From an optimization exercise on the open Yosys and OpenROAD flow, aimed at small area; shortcuts taken in it are not production practice.
Function was checked by simulation only, so behaviour that the tests miss may differ from the original.
Power figures rest on the tool's default switching activity, not on a simulated workload.

[design/flow/constraint.sdc]
create_clock -name core_clock -period 6.0 [get_ports {clk}]
set_input_delay 1.2000 -clock core_clock [delete_from_list [all_inputs] [get_ports {clk}]]
set_output_delay 1.2000 -clock core_clock [all_outputs]
set_load 0.01 [all_outputs]
[design/flow/flow/run.sh]
#!/bin/bash
# Standard layout with smaller port buffers and no CTS dummy loads.
# ORFS logs stay under orfs/logs; make's own output goes to standard.log.
set -euo pipefail
export BUFFER_PORTS_ARGS="-buffer_cell sky130_fd_sc_hd__buf_1"
export CTS_ARGS="-sink_clustering_enable -repair_clock_nets -dont_use_dummy_load -buf_list sky130_fd_sc_hd__clkbuf_16 -sink_clustering_size 23 -sink_clustering_max_diameter 120"
bash standard.sh > standard.log 2>&1
[design/flow/config.mk]
export PLATFORM = sky130hd
export DESIGN_NAME = decodeUnit
export DESIGN_NICKNAME = decodeUnit
export VERILOG_FILES = /design/flow/design.v
export SDC_FILE = /design/flow/constraint.sdc
export NUM_CORES = 4
export LEC_CHECK = 0
export CAP_MARGIN = 20
export CORE_MARGIN = 2
export CORE_UTILIZATION = 50
export CTS_BUF_LIST = sky130_fd_sc_hd__clkbuf_16
export CTS_CLUSTER_DIAMETER = 120
export CTS_CLUSTER_SIZE = 23
export SLEW_MARGIN = 20
export SYNTH_HIERARCHICAL = 1
export SYNTH_MINIMUM_KEEP_SIZE = 0
[design/flow/standard.sh]
#!/bin/bash
# synth_recipe.tcl (not shown) runs the flow's synth.tcl, then flattens the netlist and writes it again
# the make line also repeats each setting of config.mk as NAME=value (left out here)
make -C /OpenROAD-flow-scripts/flow DESIGN_CONFIG=/design/flow/config.mk WORK_HOME=/design/flow/orfs CLKGATE_MAP_FILE= SYNTH_SCRIPT=/design/flow/synth_recipe.tcl "${@:-finish}"
[design/flow/design.v]
`timescale 1ns/1ns
package decodePkg;
	typedef struct packed {
		logic [5:0]				opcode;
		logic [5-1:0]	rd;
		logic [5-1:0]	rs1;
		logic [5-1:0]	rs2;
		logic [5:0]				unused;
		logic [5-1:0]	shamt;
	} regView;
	typedef struct packed {
		logic [5:0]		opcode;
		logic [2:0]		cond;
		logic [22:0]	offsetLow;
	} branchView;
	typedef union packed {
		regView		r;
		branchView	b;
	} instrWord;
	typedef enum logic [1:0] {
		EXU_ALU	= 2'b00,
		EXU_MDU	= 2'b01,
		EXU_FPU	= 2'b10
	} exuSel;
	typedef enum logic [2:0] {
		B_NEQ, B_EQ, B_GT, B_LT, B_GTE, B_LTE, B_OVFL, B_UNCON
	} branchCond;
endpackage
`timescale 1ns/1ns
module readDecoder (
	input	decodePkg::instrWord		instr,
	output	logic [5-1:0]		readAddr0,
	output	logic [5-1:0]		readAddr1
);
	logic [5:0]	op;
	logic		isLink;
	logic		readEn0;
	logic		readEn1;
	assign op		= instr.r.opcode;
	assign isLink	= (op == 6'b01_0001) || (op == 6'b01_0010);
	assign readEn0		= !((op == 6'b00_0011) || (op == 6'b00_1100) || (op == 6'b01_0000) ||
							(op == 6'b01_1111) || (op == 6'b10_0000) || (op == 6'b10_0101));
	assign readAddr0	= !readEn0 ? '0 :
							((op == 6'b00_0010) || (op == 6'b10_0100)) ? instr.r.rd :
							(isLink ? 5'd1 : instr.r.rs1);
	assign readEn1		= !((op == 6'b00_0010) || (op == 6'b00_0011) || (op == 6'b00_0111) ||
							(op == 6'b00_1000) || (op == 6'b00_1001) || (op == 6'b00_1010) ||
							(op == 6'b00_1100) || (op == 6'b01_0000) || (op == 6'b01_0001) ||
							(op == 6'b01_1100) || (op == 6'b01_1101) || (op == 6'b01_1110) ||
							(op == 6'b01_1111) || (op == 6'b10_0000) || (op == 6'b10_0100) ||
							(op == 6'b10_0101) || (op == 6'b01_0010));
	assign readAddr1	= !readEn1 ? '0 :
							(op == 6'b01_0101) ? instr.r.rd :
							((op == 6'b01_0100) ? instr.r.rs1 : instr.r.rs2);
endmodule
module instrDecoder (
	input	decodePkg::instrWord		instr,
	output	logic [5-1:0]		writeAddr,
	output	logic						writeEn,
	output	decodePkg::exuSel			exu,
	output	logic [3:0]					aluOp,
	output	logic [2:0]					fpuOp,
	output	logic						mduOp,
	output	decodePkg::branchCond		branchOp,
	output	logic [5-1:0]		shiftAmt,
	output	logic [26-1:0]		offset,
	output	logic						memValid,
	output	logic						memWrite,
	output	logic						memToReg,
	output	logic						flagEn,
	output	logic						branchCmd,
	output	logic						jumpCmd,
	output	logic						callCmd,
	output	logic						retCmd,
	output	logic						loadCmd,
	output	logic						storeCmd,
	output	logic						aluCmd,
	output	logic						cacheFlush,
	output	logic						halt,
	output	logic						npuCfg,
	output	logic						npuEnq,
	output	logic						npuDeq
);
	logic [5:0]	op;
	logic		isLink;
	logic		isMem;
	logic		isShift;
	logic		isFpu;
	logic		isMdu;
	assign op		= instr.r.opcode;
	assign isLink	= (op == 6'b01_0001) || (op == 6'b01_0010);
	assign isMem	= (op == 6'b01_0100) || (op == 6'b01_0101);
	assign isShift	= (op == 6'b00_1000) || (op == 6'b00_1001) || (op == 6'b00_1010);
	assign isFpu	= (op >= 6'b01_1000) && (op <= 6'b01_1110);
	assign isMdu	= (op == 6'b01_0110) || (op == 6'b01_0111);
	assign writeEn		= !((op == 6'b00_1100) || (op == 6'b01_0000) || (op == 6'b01_0101) ||
							(op == 6'b01_1111) || (op == 6'b10_0000) || (op == 6'b10_0100));
	assign writeAddr	= isLink ? 5'd1 : instr.r.rd;
	assign flagEn		= !((op == 6'b00_0010) || (op == 6'b00_0011) || (op == 6'b00_1100) ||
							(op == 6'b01_0000) || isLink || isMem || (op == 6'b01_1111) ||
							(op == 6'b10_0000) || (op == 6'b10_0100) || (op == 6'b10_0101));
	assign memToReg		= (op == 6'b01_0100);
	assign memValid		= isMem || isLink;
	assign memWrite		= (op == 6'b01_0101) || (op == 6'b01_0001);
	assign exu			= isFpu ? decodePkg::EXU_FPU :
							(isMdu ? decodePkg::EXU_MDU : decodePkg::EXU_ALU);
	assign aluOp		= (isMem || isLink) ? 4'b0000 : op[3:0];
	assign fpuOp		= op[2:0];
	assign mduOp		= op[0];
	assign shiftAmt		= isShift ? instr.r.shamt : '0;
	assign branchOp		= decodePkg::branchCond'(instr.b.cond);
	assign offset		= {instr.b.cond, instr.b.offsetLow};
	assign branchCmd	= (op == 6'b01_0000);
	assign jumpCmd		= (op == 6'b01_0001);
	assign callCmd		= (op == 6'b01_0001);
	assign retCmd		= (op == 6'b01_0010);
	assign loadCmd		= (op == 6'b00_0010);
	assign storeCmd		= (op == 6'b01_0101);
	assign aluCmd		= (op == 6'b00_0010) || (op == 6'b00_0011) || isMem;
	assign cacheFlush	= (op == 6'b00_1100);
	assign halt			= (op == 6'b01_1111);
	assign npuCfg		= (op == 6'b10_0000);
	assign npuEnq		= (op == 6'b10_0100);
	assign npuDeq		= (op == 6'b10_0101);
endmodule
`timescale 1ns/1ns
module regFile (
	input	logic						clk,
	input	logic [5-1:0]		readAddr0,
	input	logic [5-1:0]		readAddr1,
	input	logic						wbEn,
	input	logic [5-1:0]		wbAddr,
	input	logic [32-1:0]			wbData,
	output	logic [32-1:0]			readData0,
	output	logic [32-1:0]			readData1
);
	logic [32-1:0]		regQ [1:32-1];
	logic [32-1:1]	sel0;
	logic [32-1:1]	sel1;
	for (genvar i = 1; i < 32; i++) begin : g_reg
		logic				we;
		logic				hold;
		logic [32-1:0]	regD;
		assign we	= wbEn && wbAddr == i;
		assign hold	= !(wbEn && wbAddr == i);
		for (genvar b = 0; b < 32; b++) begin : g_bit
			holdCell hc (.q(regQ[i][b]), .hold(hold), .d(wbData[b]), .we(we), .next(regD[b]));
		end
		always_ff @(posedge clk) begin
			regQ[i] <= regD;
		end
		assign sel0[i] = readAddr0 == i;
		assign sel1[i] = readAddr1 == i;
	end
	for (genvar b = 0; b < 32; b++) begin : g_bit
		logic [32-1:1]	col;
		for (genvar i = 1; i < 32; i++) begin : g_col
			assign col[i] = regQ[i][b];
		end
		readSlice slice0 (.sel(sel0), .data(col), .out(readData0[b]));
		readSlice slice1 (.sel(sel1), .data(col), .out(readData1[b]));
	end
endmodule
module holdCell (
	input	logic	q,
	input	logic	hold,
	input	logic	d,
	input	logic	we,
	output	logic	next
);
	assign next = (q && hold) || (d && we);
endmodule
module readSlice (
	input	logic [32-1:1]	sel,
	input	logic [32-1:1]	data,
	output	logic					out
);
	logic [10:0]	groupN;
	for (genvar g = 0; g < 10; g++) begin : g_grp
		readGroup grp (.sel(sel[3*g+3:3*g+1]), .data(data[3*g+3:3*g+1]), .outN(groupN[g]));
	end
	assign groupN[10] = !(sel[31] && data[31]);
	assign out = !(&groupN);
endmodule
module readGroup (
	input	logic [2:0]	sel,
	input	logic [2:0]	data,
	output	logic		outN
);
	assign outN = !(|(sel & data));
endmodule
`timescale 1ns/1ns
module issueRegister (
	input	logic						clk,
	input	logic						arstN,
	input	logic						instValid,
	input	logic [32-1:0]		instr,
	input	logic [5-1:0]		readAddr0,
	input	logic [5-1:0]		readAddr1,
	output	logic						issueValid,
	output	logic [32-1:0]		instrQ,
	output	logic [5-1:0]		readAddr0Q,
	output	logic [5-1:0]		readAddr1Q
);
	always_ff @(posedge clk or negedge arstN) begin
		if (!arstN)
			issueValid	<= 1'b0;
		else
			issueValid	<= instValid;
	end
	always_ff @(posedge clk) begin
		instrQ		<= instr;
		readAddr0Q	<= readAddr0;
		readAddr1Q	<= readAddr1;
	end
endmodule
`timescale 1ns/1ns
module decodeUnit (
	input	logic						clk,
	input	logic						arstN,
	input	logic						instValid,
	input	logic [32-1:0]		instr,
	input	logic						wbEn,
	input	logic [5-1:0]		wbAddr,
	input	logic [32-1:0]			wbData,
	output	logic						issueValid,
	output	logic [32-1:0]			operandA,
	output	logic [32-1:0]			operandB,
	output	logic [5-1:0]		writeAddr,
	output	logic						writeEn,
	output	logic [1:0]					exu,
	output	logic [3:0]					aluOp,
	output	logic [2:0]					fpuOp,
	output	logic						mduOp,
	output	logic [2:0]					branchOp,
	output	logic [5-1:0]		shiftAmt,
	output	logic [26-1:0]		offset,
	output	logic						memValid,
	output	logic						memWrite,
	output	logic						memToReg,
	output	logic						flagEn,
	output	logic						branchCmd,
	output	logic						jumpCmd,
	output	logic						callCmd,
	output	logic						retCmd,
	output	logic						loadCmd,
	output	logic						storeCmd,
	output	logic						aluCmd,
	output	logic						cacheFlush,
	output	logic						halt,
	output	logic						npuCfg,
	output	logic						npuEnq,
	output	logic						npuDeq
);
	logic [32-1:0]	instrQ;
	logic [5-1:0]	readAddr0;
	logic [5-1:0]	readAddr1;
	logic [5-1:0]	readAddr0Q;
	logic [5-1:0]	readAddr1Q;
	logic					decWriteEn;
	logic					decMemValid;
	logic					decMemWrite;
	logic					decFlagEn;
	logic					decBranchCmd;
	logic					decJumpCmd;
	logic					decCallCmd;
	logic					decRetCmd;
	logic					decLoadCmd;
	logic					decStoreCmd;
	logic					decAluCmd;
	logic					decCacheFlush;
	logic					decHalt;
	logic					decNpuCfg;
	logic					decNpuEnq;
	logic					decNpuDeq;
	readDecoder readDec (
		.instr		(instr),
		.readAddr0	(readAddr0),
		.readAddr1	(readAddr1)
	);
	issueRegister issue (
		.clk		(clk),
		.arstN		(arstN),
		.instValid	(instValid),
		.instr		(instr),
		.readAddr0	(readAddr0),
		.readAddr1	(readAddr1),
		.issueValid	(issueValid),
		.instrQ		(instrQ),
		.readAddr0Q	(readAddr0Q),
		.readAddr1Q	(readAddr1Q)
	);
	instrDecoder decoder (
		.instr		(instrQ),
		.writeAddr	(writeAddr),
		.writeEn	(decWriteEn),
		.exu		(exu),
		.aluOp		(aluOp),
		.fpuOp		(fpuOp),
		.mduOp		(mduOp),
		.branchOp	(branchOp),
		.shiftAmt	(shiftAmt),
		.offset		(offset),
		.memValid	(decMemValid),
		.memWrite	(decMemWrite),
		.memToReg	(memToReg),
		.flagEn		(decFlagEn),
		.branchCmd	(decBranchCmd),
		.jumpCmd	(decJumpCmd),
		.callCmd	(decCallCmd),
		.retCmd		(decRetCmd),
		.loadCmd	(decLoadCmd),
		.storeCmd	(decStoreCmd),
		.aluCmd		(decAluCmd),
		.cacheFlush	(decCacheFlush),
		.halt		(decHalt),
		.npuCfg		(decNpuCfg),
		.npuEnq		(decNpuEnq),
		.npuDeq		(decNpuDeq)
	);
	regFile regs (
		.clk		(clk),
		.readAddr0	(readAddr0Q),
		.readAddr1	(readAddr1Q),
		.wbEn		(wbEn),
		.wbAddr		(wbAddr),
		.wbData		(wbData),
		.readData0	(operandA),
		.readData1	(operandB)
	);
	assign {writeEn, memValid, memWrite, flagEn,
			branchCmd, jumpCmd, callCmd, retCmd,
			loadCmd, storeCmd, aluCmd, cacheFlush,
			halt, npuCfg, npuEnq, npuDeq} =
			{16{issueValid}} &
			{decWriteEn, decMemValid, decMemWrite, decFlagEn,
			decBranchCmd, decJumpCmd, decCallCmd, decRetCmd,
			decLoadCmd, decStoreCmd, decAluCmd, decCacheFlush,
			decHalt, decNpuCfg, decNpuEnq, decNpuDeq};
endmodule
==> key figures <==
Outcome
  • Status: timing/DRC/antenna clean

Yosys
  • Synth warnings: 10
  • Multiplexer share of the synthesized area: 0.00293
  • Mapped Cells: around 3300
  • Syn Nets: 3372
  • Leading post-synthesis cells by cell area: dfxtp_1 52%, a22o_1 22%, a222oi_1 16%
  • Register bit total from synthesis: 1035
  • Area leader, netlist: dfxtp_1
  • Mapped cell area: 39800 µm²
  • Top-count cell post-synth: dfxtp_1
  • Post-synth top flop: dfxtp_1
  • Seq/Total Area, Yosys: 0.521
  • Synthesized area per cell: ~12 µm²
  • Synth cell count leaders: 1034 x dfxtp_1, 992 x a22o_1, 640 x a222oi_1
  • Synth cell types: slightly below 60
  • Simple-gate share of the synthesized area: 0.0602
  • Number of flops mapped to enable cells by yosys: 0
  • Largest family of logic cells by synthesized area: compound AO/OA/AOI/OAI gates
  • Ys async rst share: 0.000966
  • XOR/XNOR Fraction of Synth Area: 0.000881
  • Adder-cell share of the synthesized area: 0
  • Post-synthesis compound-gate area fraction: 0.404
  • Share of the synthesized area in the top cell type: 0.520

Job
  • Max cap viols: 0

Power and ir drop
  • Switching fraction of total power: 0.300
  • Clock share of power: 0.236
  • VDD IR-drop max: between 0.0002 and 0.0003 V
  • Part of the power in registers: 0.586
  • Combinational share of power: 0.178
  • Cell area power density: 352 nW/µm²
  • Leak: 16.7 nW
  • Internal power: 11.1 mW
  • NetSw: 4.78 mW

Clock tree
  • H-tree lvl count: 2
  • Root Buffer: clkbuf_16
  • Clk latency of the worst-skew pair: 0.66 ns
  • Hold_buf cts: 0
  • # clock sinks: approximately 1000
  • Reg clk slew, reported paths: about 0.1 ns
  • CTS Buf Count: 50
  • Post-CTS setup buffer count: 0
  • CTS tree: built
  • Resized Gates After CTS: 0
  • Max Buffers Root-to-Sink: 3

Timing
  • Fmax: between 150 and 200 MHz
  • Min Hold Slack: 0.319 ns
  • Slew at the pin with the worst max-slew slack: 1.33 ns
  • Period minus WS final: 5.26 ns
  • Slew Viols, Final: 0
  • Setup TNS: 0 ns
  • Skew final: 0 ns
  • Endpoints failing setup: 0
  • Final hold vios: 0
  • Period utilization: 0.877
  • Unrepaired setup endpoints after global routing: no
  • Slew Limit Headroom: 0.109
  • Setup ws final: 0.740 ns

Detailed routing
  • DRC: 0
  • Drt pass-1 iters: 14
  • Detail Route Antenna Nets: 0
  • Vias per cell: 8.71
  • Routed WL: 199000 µm
  • Iter 0 DRT Violations: ~11000
  • Mean routed wirelength per cell: between 40 and 50 µm
  • Vias: 40700

Global routing
  • M1 GR Usage: 0.585
  • Grt met2 use: 0.666
  • Total congestion overflow: 0
  • Gr usage total: 0.461
  • Most crowded layer after global routing: met2
  • Met3 Use GR: 0.190
  • Initial antenna violation count: 13
  • Vias in the first global route: 38100
  • Largest net degree at the start of global routing: 33
  • First-pass GRT wire length: roughly 280000 µm

Cells and area
  • Layout area overhead: 13.7%
  • Post-layout util: 0.574
  • Share of cells above drive strength 1: 0.0900
  • Nets: 3697

Setup path
  • Worst r2r path cells: 1
  • Levels on crit path: 6
  • Flop-to-flop setup slack: roughly 5.3 ns
  • WP buf/inv: 1
  • Crit Path Max Fanout: 32
  • Arr. time, crit path: approximately 4 ns
  • Critical path's slowest cell: a222oi_1
  • Capturing point of the worst reg2reg path: regs.regQ[12][14]
  • Crit-path max cell delay: around 0.78 ns
  • WS Path Type: flip-flop to output pin
  • Critical R2R Launch: regs.regQ[12][14]
  • CP startpoint kind: flip-flop
  • CP Cell Sequence: nand2b_1, nor2_4, a222oi_1, nand4_1, a2111o_1, buf_1
  • CP required: ~4.8 ns
  • Critical Path End Type: output pin
  • Top delay family on crit path: simple AND/OR/NAND/NOR gates

Placed design
  • Post-Place Setup Slack: 1.56 ns
  • RD Place Congestion: 0.960
  • Count of input and output buffers: 203
  • HPWL Detailed: about 120000 µm

Die
  • Die width: 286 µm
  • Core Region: 78900 µm²
  • Die ar.: a little over 80000 µm²
  • Starting Density: 0.504
  • Die height: 286 µm
  • Io pins: 204
  • Rows: 103

Hold path
  • Hold Path Class: input pin to asynchronous set/reset pin
-- logic make-up after synthesis --
logic type | Yosys count
xor gates and xnor gates | 4
and+or+nand+nor | 449
AOI/OAI and AO/OA | 1730
buffers and inverters | 70
DFF | 1035
muxes | 11
-- final cells by class --
type / instances / area [µm²]
fill: 6613 / 33600
tap: 1050 / 1310
sequential: 1035 / 20700
inverter: 5 / 18.8
antenna: 4 / 10.0
timing repair buffer: 338 / 2620
clock buffer: 50 / 1250
multi-input combinational: 2194 / 19300
-- power by group through the flow --
stage / Combinational [mW] / Clock (mW) / Sequential, mW
after global routing: 2.92 / 3.96 / 9.45
final: 2.83 / 3.75 / 9.32
after floorplan: 1.79 / 0 / 9.07
after global placement: 2.59 / 0 / 9.29
after detailed placement: 2.70 / 0 / 9.39
after CTS: 2.71 / 3.72 / 9.25
-- worst max path at each step --
stage,slack (ns),endpoint,start
after global routing,0.80,operandA[10],issue.readAddr0Q[2]
after floorplan,2.37,operandB[0],issue.readAddr1Q[3]
after detailed placement,1.56,operandA[10],issue.readAddr0Q[2]
after CTS,0.86,operandA[10],issue.readAddr0Q[2]
after global placement,1.60,operandA[10],issue.readAddr0Q[2]
final,0.74,operandA[10],issue.readAddr0Q[2]
-- layer usage --
| layer | vias up | share of wire | wire, µm |
|---|---|---|---|
| met5 | - | 0.00041 | 81 |
| met4 | 12 | 0.068 | 13500 |
| met3 | 960 | 0.17 | 33900 |
| met2 | 4061 | 0.41 | 81400 |
| met1 | 20000 | 0.35 | 69800 |
| li1 | 15700 | - | - |
-- cell usage in the layout, fill, tap and decap left out, drive strengths merged, types with 8 or more instances in the layout --
cell type	instances
a2111o	65
a21oi	12
a222oi	640
a22o	992
and2	27
buf	323
clkbuf	65
dfxtp	1034
nand2	105
nand2b	12
nand3	10
nand4	131
nor2	104
nor3	8
-- metrics by stage --
| stage | total power [mW] | instance area [µm²] | instances |
|---|---|---|---|
| after floorplan | 10.9 | 39800 | 3299 |
| after global placement | 11.9 | 42800 | 4577 |
| after detailed placement | 12.1 | 43800 | 4613 |
| after CTS | 15.7 | 45000 | 4663 |
| after global routing | 16.3 | 45200 | 4674 |
| final | 15.9 | 45200 | 4676 |
-- per-module statistics from Yosys (local to each module, per instance) --
| module | cells | times used |
|---|---|---|
| regFile | 1180 | 1 |
| issueRegister | 43 | 1 |
| readDecoder | 65 | 1 |
| instrDecoder | 106 | 1 |
| readSlice | 4 | 64 |
| decodeUnit | 17 | 1 |
| readGroup | 1 | 640 |
| holdCell | 1 | 992 |
-- sequential cells by signal, summed over array words and instances (netlist names) --
| name | flops |
|---|---|
| issue.readAddr1Q | 5 |
| regs.regQ | 992 |
| issue.instrQ | 32 |
| issue.readAddr0Q | 5 |
| issue.issueValid | 1 |

separate check: timing with driven ports:
The flow's constraints put no driver on any port. The routed layout listed below was extracted and timed again, unchanged, in two steps. Step 1, drivers: a clkbuf_16 drives clk and a buf_2 each remaining input, both assumed. Step 2 also shifts input and output timing later by t, the mid clock arrival at the registers, as if the neighbouring blocks saw the same clock. a / b / c = ideal ports / drivers / drivers and shift; a / b = the first two.
shift t [ns]: 0.718
setup WS [ns]: 0.740 / 0.669 / 1.387
worst hold slack (ns): 0.319 / 0.289 / 0.517
worst register clock-pin slew, ns: 0.10 / 0.10
After both steps this run still meets setup and hold. The setup slack of this run moves by -0.071 ns with the drivers and by +0.647 ns with both steps.
